What follows belongs to an exercise in optimizing a design on an open flow for a short achievable clock period and few clock cycles; a production flow would make more cautious choices.
The RTL was checked by simulation tests, not by an equivalence proof against the original design.
No activity file was given, so power comes from the tool's default toggle rates.

==> inputs of run B <==
Design rsc_core, start of the top module:
module rsc_core (
    input  wire logic           i_clk,
    input  wire logic           i_rst,
    input  wire rsc_pkg::word_t i_inst,
    output rsc_pkg::word_t      o_pc,
    input  wire rsc_pkg::word_t i_mem_rd_data,
    output rsc_pkg::word_t      o_mem_addr,
    output rsc_pkg::word_t      o_mem_wr_data,
    output logic                o_mem_wr_en
);
clock: 6.5 ns
lec_check: 0
cap_margin: 20
core_margin: 2
core_utilization: 40
setup_slack_margin: 5
slew_margin: 20
synth_hierarchical: 1
synth_minimum_keep_size: 0
run.sh (not shown) runs the stock make flow with config.mk's settings and CLKGATE_MAP_FILE= SYNTH_SCRIPT=/design/flow/synth_recipe.tcl, a recipe that flattens the netlist after the stock synthesis.
==> run C (differences from run B) <==
--- a/flow/design.v
+++ b/flow/design.v
@@ -64,14 +64,15 @@
     logic        r_btb_v   [BTB_N];
     logic [3:0]  r_btb_tag [BTB_N];     
     logic [15:0] r_btb_tgt [BTB_N];
     logic        d_v;
     logic [15:0] d_pc;
     logic [15:0] d_inst;
     logic        d_ptaken;      
+    logic [15:0] d_btgt;        
     logic        d_jpv;         
     logic [15:0] d_jtgt;
     logic        e_v;
     logic [15:0] e_pc;
     logic        e_wr;
     logic [2:0]  e_dst;
     logic        e_ld;
@@ -151,19 +152,21 @@
     assign f_idx     = r_pc[3:0];
     assign q_hit     = r_btb_v[f_idx] && r_btb_tag[f_idx] == r_pc[7:4];
     assign q_tgt     = r_btb_tgt[f_idx];
     assign f_btb_hit = r_bq_v && r_bq_hit;
     assign f_use_ras = r_ras_v && i_inst[12:10] == 3'd0;
     assign f_jpv     = f_jalr && (f_use_ras || f_btb_hit);
     assign f_jtgt    = f_use_ras ? r_ras : r_bq_tgt;
-    logic [8:0]  f_hi_c1, f_hi_c0;
-    assign f_hi_c1 = i_inst[6] ? r_pc[15:7] : f_hi_inc;
-    assign f_hi_c0 = i_inst[6] ? f_hi_dec : r_pc[15:7];
+    logic        f_hs_same, f_hs_inc, f_hs_dec;
+    assign f_hs_same = i_inst[6] == f_lo_co;
+    assign f_hs_inc  = f_lo_co && !i_inst[6];
+    assign f_hs_dec  = !f_lo_co && i_inst[6];
     for (genvar i = 0; i < 9; i++) begin : g_fhi
-        rsc_g_mux2 u_m (.i_s(f_lo_co), .i_d1(f_hi_c1[i]), .i_d0(f_hi_c0[i]), .o_y(f_hi[i]));
+        rsc_g_ao222 u_m (.i_s0(f_hs_same), .i_d0(r_pc[7+i]), .i_s1(f_hs_inc), .i_d1(f_hi_inc[i]),
+                         .i_s2(f_hs_dec), .i_d2(f_hi_dec[i]), .o_y(f_hi[i]));
     end
     logic [15:0] f_nonbr;
     assign f_nonbr = f_jpv ? f_jtgt : f_inc;
     assign f_pred  = f_ptaken ? f_btgt : f_nonbr;
     logic [2:0]  f_srca;
     logic [2:0]  f_srcb;
     logic        f_wr;
@@ -189,17 +192,14 @@
     assign d_nand = d_op == 3'd2;
     assign d_lui  = d_op == 3'd3;
     assign d_sw   = d_op == 3'd4;
     assign d_lw   = d_op == 3'd5;
     assign d_beq  = d_op == 3'd6;
     assign d_jalr = d_op == 3'd7;
     rsc_inc #(.W(16)) u_d_link (.i_a(d_pc), .i_dec(1'b0), .o_s(d_link));
-    logic [15:0] d_btgt;
-    rsc_ksa #(.W(16), .CI(1'b1)) u_d_btgt (.i_a(d_pc), .i_b({{9{d_inst[6]}}, d_inst[6:0]}),
-                                           .o_s(d_btgt), .o_co());
     always_comb begin
         if (d_lui)
             d_imm = {d_inst[9:0], 6'd0};
         else if (d_jalr)
             d_imm = d_link;
         else
             d_imm = {{9{d_inst[6]}}, d_inst[6:0]};
@@ -245,35 +245,20 @@
     end
     assign a_val = a_ldin ? i_mem_rd_data : a_reg;
     assign b_val = b_ldin ? i_mem_rd_data : b_reg;
     logic        d_sa, d_sb, d_jpvn;
     assign d_sa   = a_e && !e_fld;
     assign d_sb   = b_e && !e_fld;
     assign d_jpvn = d_jpv || a_ready || a_ldin;
-    logic [15:0] d_nimm;
-    logic        d_zero;
-    rsc_inc #(.W(16)) u_d_nimm (.i_a(~{{9{d_inst[6]}}, d_inst[6:0]}), .i_dec(1'b0), .o_s(d_nimm));
-    assign d_zero = d_v && d_op == 3'd1 && d_wr && a_ready && a_reg == d_nimm;
     logic        stall;
     logic        redir_d;
     logic        redir_e;
     logic [15:0] tgt_e;
     assign stall   = d_v && (a_stall || b_stall);
-    logic        redir_dj;
-    logic        redir_dz;
-    logic [15:0] tgt_d;
-    assign redir_dj = d_v && d_jalr && !d_jpv && (a_ready || a_ldin);
-    logic        r_zv;
-    logic [2:0]  r_zr;
-    assign redir_dz = d_v && d_beq && !d_ptaken && r_zv && !stall &&
-                      ((d_ra == r_zr && d_inst[9:7] == 3'd0) || (d_inst[9:7] == r_zr && d_ra == 3'd0));
-    assign redir_d  = redir_dj || redir_dz;
-    logic        d_pt;               
-    assign d_pt     = d_ptaken || redir_dz;
-    assign tgt_d    = d_jalr ? a_val : d_btgt;
+    assign redir_d = d_v && d_jalr && !d_jpv && (a_ready || a_ldin);
     logic        d_eld;
     logic        e_port;         
     assign e_port = e_v && (e_st || (e_ld && !e_eld && !e_fld));
     assign d_eld = d_v && d_lw && d_inst[9:7] == 3'd0 && !d_fld && !e_port;
     logic        f_issue;
     assign f_issue = f_op == 3'd5 && i_inst[9:7] == 3'd0 && !stall && !d_eld &&
                      !e_port && !(d_v && d_sw);
@@ -318,48 +303,46 @@
         .i_k ({e_mb_11_n, e_mj_np}),
         .i_v (e_v),
         .o_y (redir_e)
     );
     assign tgt_e   = e_jalr ? x_fa : e_alt;
     logic [15:0] pc_next;
     logic        pc_sel_f;
-    logic        pc_s_bt, pc_s_nb, pc_s_e, pc_s_d, pc_s_h;
-    logic [15:0] pc_rest;
-    assign pc_sel_f = !(redir_d || stall);
+    logic        pc_s_bt, pc_s_nb, pc_s_o, pc_s_e, pc_s_d, pc_s_h;
+    assign pc_sel_f = !(redir_e || redir_d || stall);
     assign pc_s_bt  = !i_rst && pc_sel_f && f_ptaken;
     assign pc_s_nb  = !i_rst && pc_sel_f && !f_ptaken;
+    assign pc_s_o   = !i_rst && !pc_sel_f;
     assign pc_s_e   = !i_rst && redir_e;
-    assign pc_s_d   = !i_rst && redir_d;
-    assign pc_s_h   = !i_rst && !redir_d && stall;
+    assign pc_s_d   = !i_rst && !redir_e && redir_d;
+    assign pc_s_h   = !i_rst && !redir_e && !redir_d && stall;
     for (genvar i = 0; i < 16; i++) begin : g_pcn
         rsc_g_ao5 u_m (.i_s0(pc_s_bt), .i_d0(f_btgt[i]), .i_s1(pc_s_nb), .i_d1(f_nonbr[i]),
-                       .i_s2(1'b0), .i_d2(1'b0), .i_s3(pc_s_d), .i_d3(tgt_d[i]),
-                       .i_s4(pc_s_h), .i_d4(r_pc[i]), .o_y(pc_rest[i]));
-        rsc_g_mux2 u_e (.i_s(pc_s_e), .i_d1(tgt_e[i]), .i_d0(pc_rest[i]), .o_y(pc_next[i]));
+                       .i_s2(pc_s_e), .i_d2(tgt_e[i]), .i_s3(pc_s_d), .i_d3(a_val[i]),
+                       .i_s4(pc_s_h), .i_d4(r_pc[i]), .o_y(pc_next[i]));
     end
     assign o_mem_addr    = r_maddr;
     assign o_mem_wr_data = x1_sd;
     assign o_mem_wr_en   = x1_st;
     always_ff @(posedge i_clk) begin
         r_pc <= pc_next;
-        r_zv <= d_zero && !stall && !i_rst;
-        r_zr <= d_ra;
-        r_bq_v <= !redir_e && ((pc_s_nb && !f_jpv) || (r_bq_v && pc_s_h));
+        r_bq_v <= (pc_s_nb && !f_jpv) || (r_bq_v && pc_s_o && !redir_e && !redir_d);
         if (!stall) begin
             r_bq_hit <= q_hit;
             r_bq_tgt <= q_tgt;
         end
         if (i_rst || redir_e)
             d_v <= 1'b0;
         else if (!stall)
             d_v <= !redir_d;
         if (!stall) begin
             d_pc     <= r_pc;
             d_inst   <= i_inst;
             d_ptaken <= f_ptaken;
+            d_btgt   <= f_btgt;
             d_jpv    <= f_jpv;
             d_jtgt   <= f_jtgt;
             d_fld    <= f_issue;
             d_srca   <= f_srca;
             d_srcb   <= f_srcb;
             d_wr     <= f_wr;
             d_ha     <= f_ha;
@@ -390,21 +373,21 @@
             e_mj_np   <= 1'b0;
         end else begin
             e_wr   <= d_wr;
             e_ld   <= d_lw;
             e_st   <= d_sw;
             e_beq  <= d_beq;
             e_jalr <= d_jalr;
-            e_mb_ab_n <= d_beq && !d_sa && !d_sb && !d_pt;
-            e_mb_ab_t <= d_beq && !d_sa && !d_sb && d_pt;
-            e_mb_1b_n <= d_beq && d_sa && !d_sb && !d_pt;
-            e_mb_1b_t <= d_beq && d_sa && !d_sb && d_pt;
-            e_mb_1a_n <= d_beq && !d_sa && d_sb && !d_pt;
-            e_mb_1a_t <= d_beq && !d_sa && d_sb && d_pt;
-            e_mb_11_n <= d_beq && d_sa && d_sb && !d_pt;
+            e_mb_ab_n <= d_beq && !d_sa && !d_sb && !d_ptaken;
+            e_mb_ab_t <= d_beq && !d_sa && !d_sb && d_ptaken;
+            e_mb_1b_n <= d_beq && d_sa && !d_sb && !d_ptaken;
+            e_mb_1b_t <= d_beq && d_sa && !d_sb && d_ptaken;
+            e_mb_1a_n <= d_beq && !d_sa && d_sb && !d_ptaken;
+            e_mb_1a_t <= d_beq && !d_sa && d_sb && d_ptaken;
+            e_mb_11_n <= d_beq && d_sa && d_sb && !d_ptaken;
             e_mj_1    <= d_jalr && d_sa && d_jpvn;
             e_mj_a    <= d_jalr && !d_sa && d_jpvn;
             e_mj_np   <= d_jalr && !d_jpvn;
         end
         e_pc     <= d_pc;
         e_dst    <= d_ra;
         e_nand   <= d_nand;
@@ -412,16 +395,16 @@
         e_selb   <= b_e && !e_fld;
         e_opa    <= a_val;
         e_opb    <= b_val;
         e_asel   <= a_e && !e_fld && !d_jalr;
         e_bsel   <= b_e && !e_fld && (d_add || d_nand);
         e_aop    <= d_jalr ? 16'd0 : a_val;
         e_bop    <= (d_add || d_nand) ? b_val : d_imm;
-        e_ptaken <= d_pt;
-        e_alt    <= d_pt ? d_link : d_btgt;
+        e_ptaken <= d_ptaken;
+        e_alt    <= d_ptaken ? d_link : d_btgt;
         e_jpv    <= d_jpvn;
         if (i_rst || stall || !d_v)
             e_eld <= 1'b0;
         else
             e_eld <= d_eld;
         if (i_rst || stall || !d_v)
             e_fld <= 1'b0;
@@ -590,18 +573,14 @@
     input  wire logic [7:0] i_c,
     input  wire logic [1:0] i_k,
     input  wire logic       i_v,
     output logic            o_y
 );
     assign o_y = i_v & (|(i_t & i_c) | |i_k);
 endmodule
-module rsc_g_mux2 (input wire logic i_s, input wire logic i_d1, input wire logic i_d0,
-                   output logic o_y);
-    assign o_y = i_s ? i_d1 : i_d0;
-endmodule
 module rsc_g_pg (input wire logic i_a, input wire logic i_b, output logic o_p, output logic o_g);
     assign o_p = i_a ^ i_b;
     assign o_g = i_a & i_b;
 endmodule
 module rsc_g_ao21 (input wire logic i_a, input wire logic i_b, input wire logic i_c,
                    output logic o_y);
     assign o_y = i_a | (i_b & i_c);
==> run X (differences from run B) <==
--- a/flow/design.v
+++ b/flow/design.v
@@ -108,14 +108,16 @@
     logic [2:0]  x2_dst;
     logic        x2_ld;
     logic [15:0] x2_res;
     logic        x3_wr;
     logic [2:0]  x3_dst;
     logic [15:0] x3_val;
     logic [15:0] r_rf [1:7];
+    logic [7:0]  r_is1;             
+    logic        x3_is1;
     logic [2:0]  f_op;
     logic        f_beq;
     logic        f_jalr;
     logic        f_ptaken;
     logic [15:0] f_inc;
     logic [15:0] f_btgt;
     logic [3:0]  f_idx;
@@ -124,15 +126,20 @@
     logic        f_jpv;
     logic [15:0] f_jtgt;
     logic [15:0] f_pred;
     assign o_pc = r_pc;
     assign f_op     = i_inst[15:13];
     assign f_beq    = f_op == 3'd6;
     assign f_jalr   = f_op == 3'd7;
-    assign f_ptaken = f_beq && (i_inst[12:10] == i_inst[9:7] || i_inst[6]);
+    logic        r_fz;
+    logic [2:0]  r_fzr;
+    logic        f_zpred;
+    assign f_zpred  = r_fz && d_v && ((i_inst[12:10] == r_fzr && i_inst[9:7] == 3'd0) ||
+                               (i_inst[9:7] == r_fzr && i_inst[12:10] == 3'd0));
+    assign f_ptaken = f_beq && (i_inst[12:10] == i_inst[9:7] || i_inst[6] || f_zpred);
     logic [6:0]  f_lo;
     logic        f_lo_co;
     logic [8:0]  f_hi_inc;
     logic [8:0]  f_hi_dec;
     logic [8:0]  f_hi;
     rsc_inc #(.W(16)) u_f_inc (.i_a(r_pc), .i_dec(1'b0), .o_s(f_inc));
     rsc_inc #(.W(9)) u_f_hi_inc (.i_a(r_pc[15:7]), .i_dec(1'b0), .o_s(f_hi_inc));
@@ -202,14 +209,18 @@
         else if (d_jalr)
             d_imm = d_link;
         else
             d_imm = {{9{d_inst[6]}}, d_inst[6:0]};
     end
     assign f_ha = {d_v && d_wr && d_ra == f_srca, e_v && e_wr && e_dst == f_srca,
                    x1_wr && x1_dst == f_srca, x2_wr && x2_dst == f_srca};
+    logic        f_is1;
+    logic        f_zero;
+    assign f_is1  = (x3_wr && x3_dst == f_srca) ? x3_is1 : r_is1[f_srca];
+    assign f_zero = f_op == 3'd1 && i_inst[6:0] == 7'h7f && f_wr && f_ha == 4'd0 && f_is1;
     assign f_hb = {d_v && d_wr && d_ra == f_srcb, e_v && e_wr && e_dst == f_srcb,
                    x1_wr && x1_dst == f_srcb, x2_wr && x2_dst == f_srcb};
     logic        a_e, a_1, a_2, a_3;
     logic        b_e, b_1, b_2, b_3;
     logic        a_stall, b_stall;
     logic        a_ready;            
     logic [15:0] a_reg, b_reg;       
@@ -245,35 +256,26 @@
     end
     assign a_val = a_ldin ? i_mem_rd_data : a_reg;
     assign b_val = b_ldin ? i_mem_rd_data : b_reg;
     logic        d_sa, d_sb, d_jpvn;
     assign d_sa   = a_e && !e_fld;
     assign d_sb   = b_e && !e_fld;
     assign d_jpvn = d_jpv || a_ready || a_ldin;
-    logic [15:0] d_nimm;
-    logic        d_zero;
-    rsc_inc #(.W(16)) u_d_nimm (.i_a(~{{9{d_inst[6]}}, d_inst[6:0]}), .i_dec(1'b0), .o_s(d_nimm));
-    assign d_zero = d_v && d_op == 3'd1 && d_wr && a_ready && a_reg == d_nimm;
     logic        stall;
     logic        redir_d;
     logic        redir_e;
     logic [15:0] tgt_e;
     assign stall   = d_v && (a_stall || b_stall);
     logic        redir_dj;
-    logic        redir_dz;
     logic [15:0] tgt_d;
     assign redir_dj = d_v && d_jalr && !d_jpv && (a_ready || a_ldin);
-    logic        r_zv;
-    logic [2:0]  r_zr;
-    assign redir_dz = d_v && d_beq && !d_ptaken && r_zv && !stall &&
-                      ((d_ra == r_zr && d_inst[9:7] == 3'd0) || (d_inst[9:7] == r_zr && d_ra == 3'd0));
-    assign redir_d  = redir_dj || redir_dz;
+    assign redir_d  = redir_dj;
     logic        d_pt;               
-    assign d_pt     = d_ptaken || redir_dz;
-    assign tgt_d    = d_jalr ? a_val : d_btgt;
+    assign d_pt     = d_ptaken;
+    assign tgt_d    = a_val;
     logic        d_eld;
     logic        e_port;         
     assign e_port = e_v && (e_st || (e_ld && !e_eld && !e_fld));
     assign d_eld = d_v && d_lw && d_inst[9:7] == 3'd0 && !d_fld && !e_port;
     logic        f_issue;
     assign f_issue = f_op == 3'd5 && i_inst[9:7] == 3'd0 && !stall && !d_eld &&
                      !e_port && !(d_v && d_sw);
@@ -327,26 +329,26 @@
     assign pc_sel_f = !(redir_d || stall);
     assign pc_s_bt  = !i_rst && pc_sel_f && f_ptaken;
     assign pc_s_nb  = !i_rst && pc_sel_f && !f_ptaken;
     assign pc_s_e   = !i_rst && redir_e;
     assign pc_s_d   = !i_rst && redir_d;
     assign pc_s_h   = !i_rst && !redir_d && stall;
     for (genvar i = 0; i < 16; i++) begin : g_pcn
-        rsc_g_ao5 u_m (.i_s0(pc_s_bt), .i_d0(f_btgt[i]), .i_s1(pc_s_nb), .i_d1(f_nonbr[i]),
-                       .i_s2(1'b0), .i_d2(1'b0), .i_s3(pc_s_d), .i_d3(tgt_d[i]),
-                       .i_s4(pc_s_h), .i_d4(r_pc[i]), .o_y(pc_rest[i]));
+        rsc_g_ao4 u_m (.i_s0(pc_s_bt), .i_d0(f_btgt[i]), .i_s1(pc_s_nb), .i_d1(f_nonbr[i]),
+                       .i_s2(pc_s_d), .i_d2(tgt_d[i]), .i_s3(pc_s_h), .i_d3(r_pc[i]),
+                       .o_y(pc_rest[i]));
         rsc_g_mux2 u_e (.i_s(pc_s_e), .i_d1(tgt_e[i]), .i_d0(pc_rest[i]), .o_y(pc_next[i]));
     end
     assign o_mem_addr    = r_maddr;
     assign o_mem_wr_data = x1_sd;
     assign o_mem_wr_en   = x1_st;
     always_ff @(posedge i_clk) begin
         r_pc <= pc_next;
-        r_zv <= d_zero && !stall && !i_rst;
-        r_zr <= d_ra;
+        r_fz <= f_zero;
+        r_fzr <= i_inst[12:10];
         r_bq_v <= !redir_e && ((pc_s_nb && !f_jpv) || (r_bq_v && pc_s_h));
         if (!stall) begin
             r_bq_hit <= q_hit;
             r_bq_tgt <= q_tgt;
         end
         if (i_rst || redir_e)
             d_v <= 1'b0;
@@ -454,17 +456,21 @@
         x2_res <= x1_eld ? i_mem_rd_data : x1_res;
         if (i_rst)
             x3_wr <= 1'b0;
         else
             x3_wr <= x2_wr;
         x3_dst <= x2_dst;
         x3_val <= x2_ld ? i_mem_rd_data : x2_res;
+        x3_is1 <= (x2_ld ? i_mem_rd_data : x2_res) == 16'd1;
+        r_is1[0] <= 1'b0;
         for (int i = 1; i < 8; i++)
-            if (x3_wr && x3_dst == 3'(i))
-                r_rf[i] <= x3_val;
+            if (x3_wr && x3_dst == 3'(i)) begin
+                r_rf[i]  <= x3_val;
+                r_is1[i] <= x3_is1;
+            end
         if (i_rst)
             r_ras_v <= 1'b0;
         else if (d_v && d_jalr && d_ra != 3'd0 && !stall && !redir_e)
             r_ras_v <= 1'b1;
         if (d_jalr && d_ra != 3'd0 && !stall)
             r_ras <= d_link;
         for (int i = 0; i < BTB_N; i++) begin
@@ -594,14 +600,29 @@
 );
     assign o_y = i_v & (|(i_t & i_c) | |i_k);
 endmodule
 module rsc_g_mux2 (input wire logic i_s, input wire logic i_d1, input wire logic i_d0,
                    output logic o_y);
     assign o_y = i_s ? i_d1 : i_d0;
 endmodule
+module rsc_g_ao4 (input wire logic i_s0, input wire logic i_d0, input wire logic i_s1,
+                  input wire logic i_d1, input wire logic i_s2, input wire logic i_d2,
+                  input wire logic i_s3, input wire logic i_d3, output logic o_y);
+    logic y01, y23;
+    rsc_g_a22oi u_01 (.i_a1(i_s0), .i_a2(i_d0), .i_b1(i_s1), .i_b2(i_d1), .o_y(y01));
+    rsc_g_a22oi u_23 (.i_a1(i_s2), .i_a2(i_d2), .i_b1(i_s3), .i_b2(i_d3), .o_y(y23));
+    rsc_g_nand2 u_o (.i_a(y01), .i_b(y23), .o_y(o_y));
+endmodule
+module rsc_g_a22oi (input wire logic i_a1, input wire logic i_a2, input wire logic i_b1,
+                    input wire logic i_b2, output logic o_y);
+    assign o_y = ~((i_a1 & i_a2) | (i_b1 & i_b2));
+endmodule
+module rsc_g_nand2 (input wire logic i_a, input wire logic i_b, output logic o_y);
+    assign o_y = ~(i_a & i_b);
+endmodule
 module rsc_g_pg (input wire logic i_a, input wire logic i_b, output logic o_p, output logic o_g);
     assign o_p = i_a ^ i_b;
     assign o_g = i_a & i_b;
 endmodule
 module rsc_g_ao21 (input wire logic i_a, input wire logic i_b, input wire logic i_c,
                    output logic o_y);
     assign o_y = i_a | (i_b & i_c);
==> qor summary <==
metric	run B	run X	run C
Outcome	timing/DRC/antenna clean	timing/DRC/antenna clean	timing/DRC/antenna clean
Top fanout value on the critical path	6	8	6
Area occupied by multi-input gates	21,130 um^2	20,340 um^2	18,720 um^2
Fraction of area in registers	37.23%	37.92%	39.74%
Final std cell area, no fill	57,270 um^2	57,010 um^2	54,830 um^2
Pwr Total	0.01733 W	0.01835 W	0.01798 W
Final non-clock buffer share	17.57%	17.94%	17.29%
Startpoint of the lowest-slack hold path	x2_dst[1]$_DFF_P_	x1_dst[1]$_DFF_P_	e_dst[0]$_DFF_P_
Hold EP	x3_dst[1]$_DFF_P_	x2_dst[1]$_DFF_P_	x1_dst[0]$_DFF_P_
Wire length of the first global-routing pass	216.3 mm	222.0 mm	207.4 mm
DIE WIDTH	312.9 um	311.6 um	305.7 um
# clock sinks	792	803	807
Worst reg2reg path startpoint	d_srca[0]$_DFFE_PN_	e_asel$_DFF_P_	x1_res[3]$_DFF_P_
Met2 Use GR	49.03%	49.87%	50.03%
Fraction of power consumed by sequential logic	40.0%	38.0%	39.2%
Antenna violations before repair	3	6	4
Final weighted congestion of routability-driven global placement	0.9206	0.9252	0.9059
Final worst path period need	2977 ps	2855 ps	3045 ps
DP HPWL	83.23 mm	84.65 mm	80.16 mm
Placed standard-cell area	42,400 um^2	41,740 um^2	40,160 um^2
R2R depth	15	11	13
Worst reg2reg endpoint	e_jtgt[13]$_DFF_P_	x1_res[15]$_DFF_P_	r_pc[1]$_DFF_P_
Post-DR vias/cell	6.039	6.148	6.215
Buf/Inv on CP	8	5	3
Power Density	302.6 nW/um^2	321.9 nW/um^2	327.9 nW/um^2
Setup crit start kind	flop	input pin	input pin
Vias in the first global route	30,266	31,101	29,650
Testbench counts of run B, summed over its fixed seeds: cycles 49,086.
Testbench counts of run C, summed over its fixed seeds: cycles 49,544.
Testbench counts of run X, summed over its fixed seeds: cycles 48,642.

port drivers added, routing unchanged:
How much do the figures lean on ideal ports? The routed layouts below were timed once more, with nothing changed but the port constraints.
Step 1: set_driving_cell puts a clkbuf_16 on i_clk and a buf_2 on each other input, an assumption about the parent block.
Step 2, shift: input delay + t, output delay - t, t = (earliest + latest rising clock arrival at the registers) / 2. This alone moves slack from input paths to output paths.
a / b / c = ideal / step 1 / step 2; a / b = the first two.
| run | t (ns) | slack for setup (ns) | hold WS [ns] | clock arrival spread, ns |
|---|---|---|---|---|
| run B | 0.748 | 3.523 / 3.523 / 2.879 | 0.402 / 0.402 / 0.402 | 0.042 / 0.041 |
| run C | 0.734 | 3.455 / 3.476 / 2.750 | 0.392 / 0.392 / 0.392 | 0.031 / 0.032 |
| run X | 0.748 | 3.645 / 3.650 / 2.903 | 0.396 / 0.396 / 0.396 | 0.033 / 0.033 |
After both steps every run listed still meets setup and hold. The setup slack of run X, which loses most, moves by +0.005 ns with the drivers and by -0.742 ns with both steps.
